Source: an optimization exercise on an open RTL-to-GDS flow (aim: small area, a short achievable clock period and few clock cycles per item). Production flows keep margins and buffers that such runs may drop.
No activity file was given, so power comes from the tool's default toggle rates.

the previous run:
Design band_topk_balanced_selector, start of the top module:
module band_topk_balanced_selector (
    input  logic                 i_clk,
    input  logic                 i_rst_n,
    input  logic                 i_in_valid,
    output logic                 o_in_ready,
    input  logic [33:0]          i_in_data,
    output logic                 o_out_valid,
    input  logic                 i_out_ready,
    output logic [18:0]          o_out_data,
    input  logic                 i_cfg_valid,
    output logic                 o_cfg_ready,
    input  logic [bts_pkg::CFG_IDX_W-1:0] i_cfg_index,
    input  logic [bts_pkg::BAND_W-1:0]    i_cfg_data
);
==> flow/config.mk <==
export PLATFORM = sky130hd
export DESIGN_NAME = band_topk_balanced_selector
export DESIGN_NICKNAME = band_topk_balanced_selector
export VERILOG_FILES = /design/flow/design.v
export SDC_FILE = /design/flow/constraint.sdc
export NUM_CORES = 4
export LEC_CHECK = 0
export CAP_MARGIN = 20
export CORE_MARGIN = 2
export CORE_UTILIZATION = 50
export PLACE_DENSITY = 0.7
export SETUP_SLACK_MARGIN = 5.0
export SLEW_MARGIN = 20
==> flow/constraint.sdc <==
create_clock -name core_clock -period 8.0 [get_ports {i_clk}]
set_input_delay 1.6000 -clock core_clock [delete_from_list [all_inputs] [get_ports {i_clk}]]
set_output_delay 1.6000 -clock core_clock [all_outputs]
set_load 0.01 [all_outputs]
run.sh (not shown) runs the stock make flow with config.mk's settings and CLKGATE_MAP_FILE= SYNTH_SCRIPT=/design/flow/synth_recipe.tcl, a recipe that flattens the netlist after the stock synthesis.
--- input diff the previous run..the current run ---
--- a/flow/design.v
+++ b/flow/design.v
@@ -89,23 +89,23 @@
     input  logic [33:0]          i_in_data,
     output logic                 o_out_valid,
     input  logic                 i_out_ready,
     output logic [18:0]          o_out_data,
     input  logic                 i_cfg_valid,
     output logic                 o_cfg_ready,
     input  logic [bts_pkg::CFG_IDX_W-1:0] i_cfg_index,
     input  logic [bts_pkg::BAND_W-1:0]    i_cfg_data
 );
     localparam int NS     = bts_pkg::HEAP_SLOTS;      
     localparam int NP     = 2 * NS;                   
-    localparam int SNAP_K = 6;                        
+    localparam int SNAP_K = 8;                        
     localparam int LIVE_P = 2 * (NS - 1 - SNAP_K);    
     function automatic logic key_lt(input logic [15:0] a, input logic [15:0] b);
         logic [15:0] l;
         logic [15:0] g;
         l = ~a & b;
         g = a & ~b;
         for (int w = 1; w < 16; w = w * 2) begin
             for (int k = 0; k < 16; k = k + 2 * w) begin
                 l[k] = l[k+w] || (!g[k+w] && l[k]);
                 g[k] = g[k+w] || (!l[k+w] && g[k]);
             end
@@ -117,23 +117,22 @@
                                      input logic hnz);
         in_band = key_lt({lo, 1'b0}, {key, neg}) && hnz && key_lt({key, neg}, {hm1, 1'b1});
     endfunction
     logic [bts_pkg::BAND_W-1:0] r_band_low;
     logic [bts_pkg::BAND_W-1:0] r_band_high;
     logic [bts_pkg::BAND_W-1:0] r_band_hm1;      
     logic                       r_band_hnz;      
     logic        r_inv;
     logic [1:0]  r_in_kind;
     logic        r_in_neg;
     logic [14:0] r_in_key;
-    logic [14:0] r_in_hkey [2];   
     logic [15:0] r_in_idx;
     logic        r_in_bok;        
     logic        r_in_fresh;      
     logic        r_skv;
     logic        r_rdy;           
     logic [1:0]  r_sk_kind;
     logic        r_sk_neg;
     logic [14:0] r_sk_key;
     logic [15:0] r_sk_idx;
     logic        r_sk_bok;
     logic        r_sk_fresh;
@@ -218,29 +217,27 @@
             r_skv <= r_skv ? !w_a_free : (w_acc && !w_a_free);
             r_rdy <= r_skv ? w_a_free : !(w_acc && !w_a_free);
         end
     end
     always_ff @(posedge i_clk) begin
         if (w_a_free) begin
             if (r_skv) begin
                 r_in_kind <= r_sk_kind;
                 r_in_neg  <= r_sk_neg;
                 r_in_key  <= r_sk_key;
                 r_in_idx  <= r_sk_idx;
-                r_in_hkey[r_sk_neg] <= r_sk_key;
             end else begin
                 r_in_kind <= i_in_data[33:32];
                 r_in_neg  <= i_in_data[31];
                 r_in_key  <= w_key;
                 r_in_idx  <= i_in_data[15:0];
-                r_in_hkey[i_in_data[31]] <= w_key;
             end
         end
         r_in_bok   <= (w_a_free && r_skv) ? w_sk_bok : w_in_bok;
         r_in_fresh <= w_a_free && !r_skv && w_acc;
         if (!r_skv) begin
             r_sk_kind <= i_in_data[33:32];
             r_sk_neg  <= i_in_data[31];
             r_sk_key  <= w_key;
             r_sk_idx  <= i_in_data[15:0];
         end
         r_sk_bok   <= w_sk_bok;
@@ -302,42 +299,42 @@
                         r_used[h][i] <= r_used[h][(2*i+1) % NS];
                     end else if (w_gr[h][i]) begin
                         r_used[h][i] <= r_used[h][(2*i+2) % NS];
                     end else begin
                         r_used[h][i] <= 1'b1;
                     end
                 end
             end
         end
     end
     logic w_wk [2][NS];
-    logic w_wv [2];
+    logic w_wv;
     logic w_wn [2][NS];
     logic w_sn [2][4];
     logic w_eq [2][4];
     always_comb begin
+        w_wv = key_lt(r_tx_key, r_in_key);
         for (int h = 0; h < 2; h++) begin
-            w_wv[h] = key_lt(r_tx_key, r_in_hkey[h]);
             for (int j = 0; j < NS; j++) begin
-                w_wk[h][j] = !r_used[h][j] || key_lt(r_key[h][j], r_in_hkey[h]);
+                w_wk[h][j] = !r_used[h][j] || key_lt(r_key[h][j], r_in_key);
             end
             for (int i = 0; i < NS; i++) begin
                 if (w_do_clear) begin
                     w_wn[h][i] = 1'b1;
                 end else if (w_path[h][i]) begin
                     if (w_gl[h][i]) begin
                         w_wn[h][i] = w_wk[h][(2*i+1) % NS];
                     end else if (w_gr[h][i]) begin
                         w_wn[h][i] = w_wk[h][(2*i+2) % NS];
                     end else begin
-                        w_wn[h][i] = w_wv[h];
+                        w_wn[h][i] = w_wv;
                     end
                 end else begin
                     w_wn[h][i] = w_wk[h][i];
                 end
             end
             for (int c = 0; c < 4; c++) begin
                 w_eq[h][c] = (r_tx_key == r_key[h][2*c+1]);
             end
         end
     end
     always_comb begin
Notes after the runs:
In the current run the sequential element share of the synthesized area turned out 1.6 points higher than in the previous run. From the previous run to the current run the numbers moved as follows: via count essentially unchanged; post-layout instance area decreased about 0.4%; non-clock buffering overhead in the final layout decreased 0.84 points; multi-input combinational cell area decreased 540 sq um; cell area after technology mapping increased 0.51%. Maximum number of pins on one net before global-route repair: the current run and the previous run compared, lower one is the current run. Compared to the previous run, the current run has highest attainable clock frequency 5.2% higher. On number of nets produced by synthesis, the lower figure sits with the current run, not the previous run. From the previous run to the current run the numbers moved as follows: time the worst path needs with I/O delays and setup lower, combinational share of power went up.
No functional check of the RTL was part of any run of this note.

-- separate check: timing with driven ports --
In the flow no input, the clock included, has a driving cell. The finished layouts below were timed again as built, in two steps. Step 1 (the two cells are an assumption about what drives the block):
set clk [get_ports {i_clk}]
set_driving_cell -lib_cell sky130_fd_sc_hd__clkbuf_16 $clk
set_driving_cell -lib_cell sky130_fd_sc_hd__buf_2 [delete_from_list [all_inputs] $clk]
Step 2, shift: input delay + t, output delay - t, t = (earliest + latest rising clock arrival at the registers) / 2. This alone moves slack from input paths to output paths. a / b / c = ideal ports / drivers / drivers and shift; a / b = the first two.
run	shift t [ns]	setup slack, ns	hold slack, ns	worst setup path at the end
the previous run	0.801	4.683 / 4.683 / 4.295	0.417 / 0.417 / 0.417	input to register
the current run	0.798	4.846 / 4.846 / 4.253	0.387 / 0.387 / 0.387	input to register
After both steps every run listed still meets setup and hold. The setup slack of the current run, which loses most, moves by 0.000 ns with the drivers and by -0.593 ns with both steps.
